From an optimization exercise on the open Yosys and OpenROAD flow, aimed at small area; shortcuts taken in it are not production practice. In this exercise RTL edits were held to simulation tests only and were not proved equivalent to the original. Power and IR drop assume default switching activity.

`flow/config.mk`:
```
export PLATFORM = sky130hd
export DESIGN_NAME = fft_scheduler
export DESIGN_NICKNAME = fft_scheduler
export VERILOG_FILES = /design/flow/design.v
export SDC_FILE = /design/flow/constraint.sdc
export NUM_CORES = 4
export LEC_CHECK = 0
export CAP_MARGIN = 20
export CORE_AREA = 10 10 670 670
export DIE_AREA = 0 0 680 680
export PLACE_DENSITY = 0.9
export SLEW_MARGIN = 20
```
`flow/constraint.sdc`:
```
create_clock -name core_clock -period 7.0 [get_ports {i_clk}]
set_input_delay 1.4000 -clock core_clock [delete_from_list [all_inputs] [get_ports {i_clk}]]
set_output_delay 1.4000 -clock core_clock [all_outputs]
set_load 0.01 [all_outputs]
```
`flow/design.v`:
```
module fft_byte_avg #(
   parameter int W = 16
) (
   input  logic [W-1:0] a,
   input  logic [W-1:0] b,
   output logic [W-1:0] y
);
   localparam int H = W / 2;
   for (genvar l = 0; l < 2; l++) begin : g_lane
      logic [H-1:0] c;
      logic [H-1:0] s;
      assign s[0] = a[l*H] ^ b[l*H];
      assign c[0] = a[l*H] & b[l*H];
      for (genvar j = 1; j < H; j++) begin : g_bit
         assign s[j] = a[l*H+j] ^ b[l*H+j] ^ c[j-1];
         assign c[j] = (a[l*H+j] & b[l*H+j]) | (c[j-1] & (a[l*H+j] ^ b[l*H+j]));
      end
      assign y[l*H +: H] = {c[H-1], s[H-1:1]};
   end
endmodule
module fft_scheduler #(
   parameter int TIMEOUT = 255
) (
   input  logic          i_clk,
   input  logic          i_rst_n,
   input  logic          i_trigger,
   input  logic [1023:0] i_frame,
   output logic          o_fft_start,
   output logic [255:0]  o_fft_in,
   input  logic [255:0]  i_fft_out,
   input  logic          i_fft_valid,
   output logic [255:0]  o_freqs,
   output logic          o_done,
   output logic          o_busy,
   output logic [3:0]    o_timeout,
   output logic          o_overrun
);
   localparam int W  = 16;
   localparam int FW = 256;
   localparam int HW = 128;
   localparam int CW = 8;   
   logic            st_idle, st_start, st_wait, st_store, st_avg, st_done;
   logic            busy;       
   logic            keep_f;     
   logic            shift;      
   logic            hold;       
   logic            nhold;      
   logic            hold3;      
   logic            put_res;    
   logic            put_avg;    
   logic            put_half;   
   logic [3:0]      slot;       
   logic            trig_prev;
   logic            trig_edge;
   logic [CW-1:0]   wait_cnt;
   logic            timeout_hit;
   logic            fin;
   logic [FW-1:0]   fr [4];     
   logic [FW-1:0]   fr0, fr2;
   logic [FW-1:0]   fr1_n;
   logic [HW-1:0]   fr3_hi_n;
   logic [HW-1:0]   fr3_lo_n;
   logic [HW-1:0]   fr3_lo_nxt;
   logic [HW-1:0]   res_q;
   logic [HW-1:0]   avg;
   logic [HW-1:0]   half;
   logic [2*HW-1:0] freqs;
   logic [3:0]      timeout_flags;
   logic            overrun;
   logic            n_idle, n_avg, n_shift;
   assign trig_edge = i_trigger & ~trig_prev;
   assign timeout_hit = (wait_cnt == 8'h80);
   assign fin         = st_wait & (i_fft_valid | timeout_hit);
   assign n_idle  = st_done | (st_idle & ~trig_edge);
   assign n_avg   = st_store & slot[3];
   assign n_shift = fin & ~slot[3];
   always_ff @(posedge i_clk or negedge i_rst_n) begin
      if (!i_rst_n) begin
         st_idle  <= 1'b1;
         busy     <= 1'b0;
         st_start <= 1'b0;
         st_wait  <= 1'b0;
         st_store <= 1'b0;
         st_avg   <= 1'b0;
         keep_f   <= 1'b1;
         st_done  <= 1'b0;
         shift    <= 1'b0;
         hold     <= 1'b0;
         nhold    <= 1'b1;
         hold3    <= 1'b0;
         put_res  <= 1'b0;
         put_avg  <= 1'b0;
         put_half <= 1'b0;
      end else begin
         st_idle  <= n_idle;
         busy     <= ~n_idle;
         st_start <= (st_idle & trig_edge) | (st_store & ~slot[3]);
         st_wait  <= st_start | (st_wait & ~i_fft_valid & ~timeout_hit);
         st_store <= fin;
         st_avg   <= n_avg;
         keep_f   <= ~n_avg;
         st_done  <= st_avg;
         shift    <= n_shift;
         hold     <= ~n_idle & ~n_shift;
         nhold    <= n_idle | n_shift;
         hold3    <= ~n_idle & ~fin;
         put_res  <= fin & (slot[0] | slot[2]) & i_fft_valid;
         put_avg  <= fin & (slot[1] | slot[3]) & i_fft_valid;
         put_half <= fin & (slot[1] | slot[3]) & ~i_fft_valid;
      end
   end
   assign o_fft_start = st_start;
   assign o_done      = st_done;
   assign o_busy      = busy;
   always_ff @(posedge i_clk or negedge i_rst_n) begin
      if (!i_rst_n) begin
         trig_prev     <= 1'b0;
         overrun       <= 1'b0;
         timeout_flags <= '0;
         freqs         <= '0;
      end else begin
         trig_prev <= i_trigger;
         overrun   <= trig_edge & busy;
         if (st_idle) begin
            if (trig_edge) timeout_flags <= '0;
         end else if (st_wait && !i_fft_valid && timeout_hit) begin
            timeout_flags <= timeout_flags | slot;
         end
         freqs <= ({2*HW{st_avg}} & {fr[3][0 +: HW], fr[2][0 +: HW]}) |
                  ({2*HW{keep_f}} & freqs);
      end
   end
   always_ff @(posedge i_clk) begin
      wait_cnt <= st_wait ? {wait_cnt[6:0], ~(wait_cnt[7] ^ wait_cnt[5] ^ wait_cnt[4] ^ wait_cnt[3])}
                          : '0;
      if (st_idle) slot <= 4'b0001;
      else if (st_store) slot <= {slot[3] | slot[2], slot[1:0], 1'b0};
      res_q <= i_fft_out[HW-1:0];
      fr0   <=  (({FW{st_idle}} & i_frame[0*FW +: FW]) | ({FW{shift}} & fr[1]) |
                 ({FW{hold}} & fr[0]));
      fr1_n <= ~(({FW{st_idle}} & i_frame[1*FW +: FW]) | ({FW{shift}} & fr[2]) |
                 ~({FW{nhold}} | fr1_n));
      fr2   <=  (({FW{st_idle}} & i_frame[2*FW +: FW]) | ({FW{shift}} & fr[3]) |
                 ({FW{hold}} & fr[2]));
      fr3_lo_n <= ~fr3_lo_nxt;
      fr3_hi_n <= ~(({HW{st_idle}} & i_frame[3*FW+HW +: HW]) | ({HW{busy}} & fr[3][HW +: HW]));
   end
   assign fr[0] = fr0;
   assign fr[1] = ~fr1_n;
   assign fr[2] = fr2;
   assign fr[3] = {~fr3_hi_n, ~fr3_lo_n};
   assign fr3_lo_nxt = ({HW{st_idle}} & i_frame[3*FW +: HW]) | ({HW{put_res}} & res_q) |
                       ({HW{put_avg}} & avg) | ({HW{put_half}} & half) |
                       ({HW{hold3}} & fr[3][0 +: HW]);
   for (genvar k = 0; k < 8; k++) begin : g_bin
      fft_byte_avg #(.W(W)) u_avg (
         .a (fr[3][k*W +: W]),
         .b (res_q[k*W +: W]),
         .y (avg[k*W +: W])
      );
   end
   for (genvar l = 0; l < 16; l++) begin : g_half
      assign half[l*8 +: 8] = {1'b0, fr[3][l*8+1 +: 7]};
   end
   assign o_fft_in  = fr[0];
   assign o_freqs   = freqs;
   assign o_timeout = timeout_flags;
   assign o_overrun = overrun;
endmodule
```
`flow/flow/run.sh`:
```
#!/bin/bash
# The standard layout (the standard.sh), with two changes:
#  - the port buffers are plain buf_1 cells;
#  - CTS builds larger leaf clusters of clkbuf_8 cells and adds no dummy loads.
set -euo pipefail
export BUFFER_PORTS_ARGS="-buffer_cell sky130_fd_sc_hd__buf_1"
export CTS_ARGS="-sink_clustering_enable -repair_clock_nets -dont_use_dummy_load -sink_clustering_size 14 -sink_clustering_max_diameter 100 -buf_list sky130_fd_sc_hd__clkbuf_8"
bash standard.sh > standard_flow.log 2>&1
```
`flow/standard.sh`:
```
#!/bin/bash
# synth_recipe.tcl (not shown) runs the flow's synth.tcl, then flattens the netlist and writes it again
# the make line also repeats each setting of config.mk as NAME=value (left out here)
make -C /OpenROAD-flow-scripts/flow DESIGN_CONFIG=/design/flow/config.mk WORK_HOME=/design/flow/orfs CLKGATE_MAP_FILE= SYNTH_SCRIPT=/design/flow/synth_recipe.tcl "${@:-finish}"
```
==> summary.md, run 1 <==
| Metric | Value |
|---|---|
| Setup Skew | `0.104 ns` |
| Worst skew pair latency | `about 1.0 ns` |
| Post-route ant nets | `0` |
| Initial Utilization | `around an eighth` |
| Syn Inst Count | `between 4000 and 5000` |
| Largest net degree at the start of global routing | `around 190` |
| Root buffer cell | `clkbuf_8` |
| Power density cells | `around 280 nW/um^2` |
| Fmax | `roughly 240 MHz` |
| Nets | `7426` |
| Post-CTS sizing | `0` |
| Vias per cell | `between 4 and 5` |
| Crit share post-route | `59.1%` |
| Post-CTS Setup Repair Bufs | `0` |
| Worst hold stages | `1` |
| Crit path kind | `reg2reg` |
| Row count | `roughly 240` |
| DRC Markers | `0` |
| Max VDD drop | `roughly 0.24 mV` |
| Ys async rst share | `19.2%` |
| Hold buffers post-CTS | `0` |
| RD Place Congestion | `about 1` |
| Area delta synth->final | `28.5%` |
| Final Setup Violations | `0` |
| Dpl cells | `between 10000 and 15000` |
| Max Cap Viol | `0` |
| Post-synth top flop | `dfxtp_1` |
| First-pass GRT wire length | `548 mm` |
| Yosys warnings | `3` |
| Fill cell count | `a little under 50000` |
| Synthesized flop and latch total | `roughly 1400` |
| Slew margin rel. | `between 20% and 30%` |
| Avg WL per Cell | `~38 um` |
| Hold crit path type | `reg2reg` |
| Total chip power | `approximately 18 mW` |
| 1st-pass router iterations | `7` |
| RSZ-0062 raised after global routing | `no` |
| Syn_area_per_cell | `11.1 sq um` |
| CTS Sinks | `between 1000 and 1500` |
| Total global routing overflow | `0` |
| Violation count after the first detailed-route iteration | `7118` |
| Vias | `~50000` |
| Critical Path Start Type | `flip-flop` |
| Most frequent cells in the layout | `buf_1, dfxtp_1, o21ai_0, a22oi_1, a221oi_1` |
| Hold Violations, Final | `0` |
| Total Wirelength | `450 mm` |
| Vias in the first global route | `between 40000 and 50000` |
| Worst-Margin Slew | `~1.2 ns` |
| FF-to-FF path depth | `10` |
| Arrival time worst endpoint | `5.02 ns` |
| Core area | `~430000 sq um` |
| Post-placement cell area | `approximately 63000 sq um` |
| Width of the die | `approximately 700 um` |
| GRT Overall Usage | `18.3%` |
| Most common cell after layout, fill and taps aside | `buf_1` |
| CP Data Required Time | `roughly 7.9 ns` |
| Mapped cell area | `50800 sq um` |
| Mapped Nets | `5972` |
| Pleak | `about 23 nW` |
| Hpwl dp | `387 mm` |
| Max-slew violation count | `0` |
| Layout cell share with drive strength beyond 1 | `roughly 4.1%` |
| CTS Buffer Depth | `4` |
| TNS Setup | `0 ns` |
| Number of top-level pins | `approximately 1800` |
| Port Buf Inserts | `~1700` |
| Final Non-Filler Cells | `around 12000` |
| Initial antenna violation count | `a little over 300` |
| Clock-pin slew on the worst setup and hold paths | `~0.1 ns` |
| H-tree depth | `4` |
| Minimum clock period | `slightly above 4 ns` |
| Nature of the critical path endpoint | `flip-flop` |
| Sequential fraction of the synthesis area | `around three fifths` |
| CTS tree | `done` |
| Status | `finished clean` |
| Worst hold slack | `0.386 ns` |
| Critical path fanouts, max | `4` |
| Die Area | `around 460000 sq um` |
| Cts bufs inserted | `approximately 140` |
| Number of flops mapped to enable cells by yosys | `0` |
| Final instance area | `65300 sq um` |
| Die Span Y | `680 um` |
| Unique masters post-synth | `40` |
==> cell families (layout without fill, tap and decap cells) <==
| group | Yosys count | after routing | synth area share (%) |
|---|---|---|---|
| and+or+nand+nor | 441 | 441 | 3.43 |
| muxes | 2 | 2 | 0.0394 |
| adders and majority gates | 112 | 112 | 4.41 |
| DFF | 1441 | 1441 | 59.5 |
| xor gates and xnor gates | 3 | 3 | 0.0517 |
| other | 0 | 101 | 0 |
| buffers and inverters | 550 | 2002 | 4.49 |
| AOI/OAI and AO/OA | 2027 | 2027 | 28.1 |
==> per-stage QoR <==
| step | util, % | worst slack (ns) |
|---|---|---|
| after floorplan | - | 3.49 |
| after global placement | 14.5 | 2.68 |
| after detailed placement | 14.6 | 2.69 |
| after CTS | 15.0 | 2.68 |
| after global routing | 15.0 | 2.72 |
| final | 15.0 | 2.86 |
==> power breakdown <==
group / switching (mW) / internal [mW]
logic: 2.67 / 0.861
registers: 0.641 / 9.25
clock network: 2.98 / 1.73
total: 6.30 / 11.8
==> sequential cells by signal, summed over array words and instances (netlist names), 4 cells and up <==
| register | cells |
|---|---|
| fr0 | 256 |
| fr1_n | 256 |
| fr2 | 256 |
| fr3_hi_n | 128 |
| fr3_lo_n | 128 |
| freqs | 256 |
| res_q | 128 |
| slot | 4 |
| timeout_flags | 4 |
| wait_cnt | 8 |
==> routing by layer <==
layer | track usage (%) | wire (um)
met1 | 18.0 | 142000
met2 | 27.9 | 193000
met3 | 15.1 | 89700
met4 | 8.13 | 23900
met5 | 0 | 1180
==> synth_stat cells (6+ instances only) <==
cell type	count	area, sq um
nor2_1	271	1020
a2bb2oi_1	128	1120
a222oi_1	16	160
clkbuf_1	248	931
a221oi_2	6	90.1
a22o_1	128	1120
and2_1	7	43.8
inv_1	138	518
clkbuf_2	6	30.0
buf_2	86	430
nor2b_1	16	100
a221oi_1	362	3170
buf_1	54	203
o221a_2	16	180
dfrtp_1	274	6860
nand2_1	141	529
fa_1	112	2240
buf_6	12	135
a22oi_1	606	4550
dfxtp_1	1164	23300
o21ai_0	736	3680
o22ai_1	15	93.8
==> critical path: stages, from the launching register on <==
cell	delay [ns]
dfxtp_1	0.58
nor2b_1	0.12
fa_1	0.42
fa_1	0.39
fa_1	0.57
fa_1	0.46
fa_1	0.39
fa_1	0.37
inv_1	0.08
fa_1	0.40
o221a_2	0.25
==> layout make-up <==
class	count	area (sq um)	area share (%)
flip-flops and latches	1441	30300	46.3
diodes	101	253	0.387
repair buffers	1727	6920	10.6
well taps	5734	7170	11.0
inverters	140	548	0.839
multi-input cells	2585	18300	28.0
clock buffers	135	1860	2.84
==> final timing paths <==
check                                     from  slack (ns)                    end
max in group asynchronous              i_rst_n        5.16      overrun$_DFF_PN0_
setup / recovery           fr3_lo_n[0]$_DFF_P_        2.86    fr3_lo_n[6]$_DFF_P_
min in group asynchronous              i_rst_n        0.48   freqs[103]$_DFF_PN0_
hold reg to reg             res_q[111]$_DFF_P_        0.39  fr3_lo_n[111]$_DFF_P_
hold / removal              res_q[111]$_DFF_P_        0.39  fr3_lo_n[111]$_DFF_P_
setup reg to reg           fr3_lo_n[0]$_DFF_P_        2.86    fr3_lo_n[6]$_DFF_P_
==> run 2: changes to the inputs <==
==> flow/flow/run.sh (replaced) <==
#!/bin/bash
# The standard layout (the standard.sh), with two changes:
#  - the port buffers are plain buf_1 cells;
#  - CTS builds larger leaf clusters of clkbuf_8 cells and adds no dummy loads.
set -euo pipefail
export BUFFER_PORTS_ARGS="-buffer_cell sky130_fd_sc_hd__buf_1"
export CTS_ARGS="-sink_clustering_enable -repair_clock_nets -dont_use_dummy_load -sink_clustering_size 16 -sink_clustering_max_diameter 100 -buf_list sky130_fd_sc_hd__clkbuf_8"
bash standard.sh > standard_flow.log 2>&1
--- a/flow/config.mk
+++ b/flow/config.mk
@@ -10,3 +10,3 @@
 export DIE_AREA = 0 0 680 680
-export PLACE_DENSITY = 0.9
+export PLACE_DENSITY = 0.75
 export SLEW_MARGIN = 20
==> run 2 against run 1 <==
- still clean
- critical path depth did not move
- cell count fell by 0.26%
- sequential share of layout area increased by 0.23 points
- first-iteration DRC count down 9.2%
- combinational power fell by 2%
- synthesized area stayed put
- register-to-register slack better by 0.05 ns
- worst hold slack got worse by 0.043 ns
- routed wire length down 4.1%
- design area decreased by 0.50%
- worst setup slack improved by 0.049 ns
- fmax grew 1.2%
- critical endpoint is now fr3_lo_n[94]$_DFF_P_
==> summary.md, run 2 <==
| Metric | Value |
|---|---|
| RD Place Congestion | `~0.97` |
| Worst r2r dst | `fr3_lo_n[94]$_DFF_P_` |
| Max Cap Viol | `0` |
| CTS Buffer Depth | `4` |
| Hold wc startpoint | `fr1_n[65]$_DFF_P_` |
| Arrival time worst endpoint | `4.89 ns` |
| H-tree depth | `3` |
| Crit share post-route | `58.4%` |
| Switching Share | `roughly a third` |
| 1st-pass router iterations | `8` |
| Core area | `between 400000 and 500000 sq um` |
| Hold crit path type | `reg2reg` |
| Total Wirelength | `432 mm` |
| DRC Markers | `0` |
| CP Data Required Time | `about 8 ns` |
| Hpwl dp | `about 370 mm` |
| Fill cell count | `between 40000 and 50000` |
| Layout cell share with drive strength beyond 1 | `between 3 and 4%` |
| Minimum clock period | `approximately 4 ns` |
| GRT Overall Usage | `around 18%` |
| Row count | `approximately 240` |
| Vias in the first global route | `~45000` |
| Internal Power | `~12 mW` |
| Dominant cell type by area after synthesis | `dfxtp_1` |
| TNS Setup | `0 ns` |
| Number of flops mapped to enable cells by yosys | `0` |
| Die Span Y | `between 600 and 700 um` |
| Setup Skew | `between 0.15 and 0.2 ns` |
| CP cell instances | `inv_1 > fa_1 > fa_1 > fa_1 > fa_1 > fa_1 > fa_1 > inv_1 > fa_1 > o221a_2` |
| Number of top-level pins | `1804` |
| Max VDD drop | `between 0.2 and 0.25 mV` |
| Top cell by count, worst path | `fa_1` |
| Min-Delay Endpoint | `fr0[65]$_DFF_P_` |
| Width of the die | `680 um` |
| Most frequent cells in the layout | `buf_1, dfxtp_1, o21ai_0, a22oi_1, a221oi_1` |
| Slew margin rel. | `roughly 14%` |
| Post-CTS Setup Repair Bufs | `0` |
| Syn Inst Count | `roughly 4600` |
| Avg WL per Cell | `about 37 um` |
| Synthesized flop and latch total | `1441` |
| Final Setup Violations | `0` |
| Nature of the critical path endpoint | `flip-flop` |
| Worst Path Buf+Inv | `2` |
| Crit-path slowest cell | `dfxtp_1` |
| Initial Utilization | `a little under an eighth` |
| Status | `finished clean` |
| Worst skew pair latency | `1.04 ns` |
| Comb pwr share | `between 15 and 20%` |
| Post-synth top flop | `dfxtp_1` |
| NetSw | `~6.1 mW` |
| Root buffer cell | `clkbuf_8` |
| Unique masters post-synth | `40` |
| CTS tree | `done` |
| Proportion of power drawn by the clock network | `between 20 and 25%` |
| Max-slew violation count | `0` |
| Clock-pin slew on the worst setup and hold paths | `between 0.1 and 0.15 ns` |
| Initial antenna violation count | `270` |
| Top cells by count, synth | `dfxtp_1, o21ai_0, a22oi_1, a221oi_1, dfrtp_1` |
| Pleak | `between 20 and 25 nW` |
| Sequential fraction of the synthesis area | `59.5%` |
| Worst setup startpoint | `fr3_lo_n[89]$_DFF_P_` |
| Most common cell after layout, fill and taps aside | `buf_1` |
| Count leader, synth | `dfxtp_1` |
| Worst hold slack | `0.342 ns` |
| RSZ-0062 raised after global routing | `no` |
| Reg2reg setup slack | `about 2.9 ns` |
| Reg2reg start | `fr3_lo_n[89]$_DFF_P_` |
| Post-route ant nets | `0` |
| Worst hold stages | `1` |
| Hold Violations, Final | `0` |
| Max incr delay on CP | `0.49 ns` |
| Mapped cell area | `just over 50000 sq um` |
| Total global routing overflow | `0` |
| Violation count after the first detailed-route iteration | `between 6000 and 7000` |
| Post-CTS sizing | `0` |
| Critical Path Start Type | `flip-flop` |
| Nets | `7404` |
| Mapped Nets | `around 6000` |
| Yosys warnings | `3` |
| Port Buf Inserts | `about 1700` |
| Area delta synth->final | `27.9%` |
| CTS Sinks | `approximately 1400` |
| Vias per cell | `between 4 and 5` |
| First-pass GRT wire length | `about 530 mm` |
| Yosys top cell area share | `45.8%` |
| Fmax | `244 MHz` |
| Cts bufs inserted | `between 100 and 150` |
| Synth area leaders | `dfxtp_1, dfrtp_1, a22oi_1, o21ai_0, a221oi_1` |
| Hold buffers post-CTS | `0` |
| Vias | `49100` |
| Largest net degree at the start of global routing | `~220` |
| Syn_area_per_cell | `between 10 and 15 sq um` |
| Power density cells | `~270 nW/um^2` |
| Critical path fanouts, max | `4` |
| Ys async rst share | `roughly a fifth` |
| Cell family with most CP delay | `adder cells` |
| Crit path kind | `reg2reg` |
| Die Area | `between 400000 and 500000 sq um` |
| Worst-Margin Slew | `1.29 ns` |
| Flop pwr share | `between 50% and 60%` |
| FF-to-FF path depth | `10` |
==> run 2: cell counts after synthesis <==
Identical to the previous run, type by type.
==> run 2: metrics by stage <==
stage | instances | total power, mW | cell area, sq um | util (%) | setup WS [ns]
after floorplan | 4576 | 11.0 | 50800 | - | 3.49
after global placement | 11600 | 13.5 | 63200 | 14.6 | 2.96
after detailed placement | 11600 | 13.6 | 63200 | 14.6 | 2.95
after CTS | 11700 | 17.8 | 64800 | 14.9 | 2.85
after global routing | 11800 | 18.4 | 64900 | 14.9 | 2.78
final | 11800 | 17.6 | 65000 | 15.0 | 2.91
==> run 2: cell families after synthesis <==
| family | synth area share, % |
|---|---|
| AO/OA/AOI/OAI | 28.1 |
| XOR/XNOR | 0.0517 |
| adder cells (fa/ha/maj) | 4.41 |
| buffers and inverters | 4.49 |
| flip-flops | 59.5 |
| multiplexers | 0.0394 |
| AND/OR/NAND/NOR | 3.43 |
==> run 2: area by class of cell <==
class	instances	area (sq um)	area share (%)
multi-input cells	2585	18300	28.2
flip-flops and latches	1441	30300	46.6
clock buffers	113	1560	2.39
inverters	140	546	0.839
diodes	92	230	0.354
well taps	5734	7170	11.0
repair buffers	1727	6920	10.6
==> run 2: worst max path at each step <==
| stage | depth (start not counted) | to |
|---|---|---|
| finish | 10 | fr3_lo_n[94]$_DFF_P_ |
| CTS | 10 | fr3_lo_n[94]$_DFF_P_ |
| global placement | 10 | fr3_lo_n[94]$_DFF_P_ |
| detailed placement | 10 | fr3_lo_n[94]$_DFF_P_ |
| floorplan | 10 | fr3_lo_n[6]$_DFF_P_ |
| global route | 10 | fr3_lo_n[94]$_DFF_P_ |
==> run 2: per-layer routing <==
layer	wire length [um]	GRT usage, %	vias up
met2	185000	26.9	3825
li1	-	-	20100
met1	128000	16.1	24000
met4	23300	7.46	182
met3	94100	16.5	1026
met5	1240	0	-
==> run 2: worst register-to-register path, cell delays in order (launching register included) <==
cell     delay (ns)
dfxtp_1        0.49
inv_1          0.13
fa_1           0.47
fa_1           0.41
fa_1           0.44
fa_1           0.40
fa_1           0.41
fa_1           0.38
inv_1          0.08
fa_1           0.41
o221a_2        0.25
==> run 2: power by group through the flow <==
stage / Combinational (mW) / Clock [mW] / Sequential, mW
2_1_floorplan: 0.999 / 0 / 10.0
4_1_cts: 3.55 / 4.39 / 9.88
6_report: 3.46 / 4.28 / 9.91
5_1_grt: 3.83 / 4.61 / 10.0
3_5_place_dp: 3.54 / 0 / 10.1
3_3_place_gp: 3.49 / 0 / 10.0

-- port drivers added, routing unchanged --
Ports are ideal in the flow. The routed layouts listed here were re-timed in OpenROAD. Step 1: set_driving_cell puts a clkbuf_16 on i_clk and a buf_2 on each other input, an assumption about the parent block. Step 2 also shifts input and output timing later by t, the mid clock arrival at the registers, as if the neighbouring blocks saw the same clock. a / b / c = ideal ports / drivers / drivers and shift; a / b = the first two.
run | shift t [ns] | setup slack, ns | worst register clock-pin slew, ns
run 1 | 1.018 | 2.861 / 2.861 / 2.861 | 0.11 / 0.11
run 2 | 1.065 | 2.910 / 2.910 / 2.910 | 0.11 / 0.11
After both steps setup and hold are still met in every run listed.
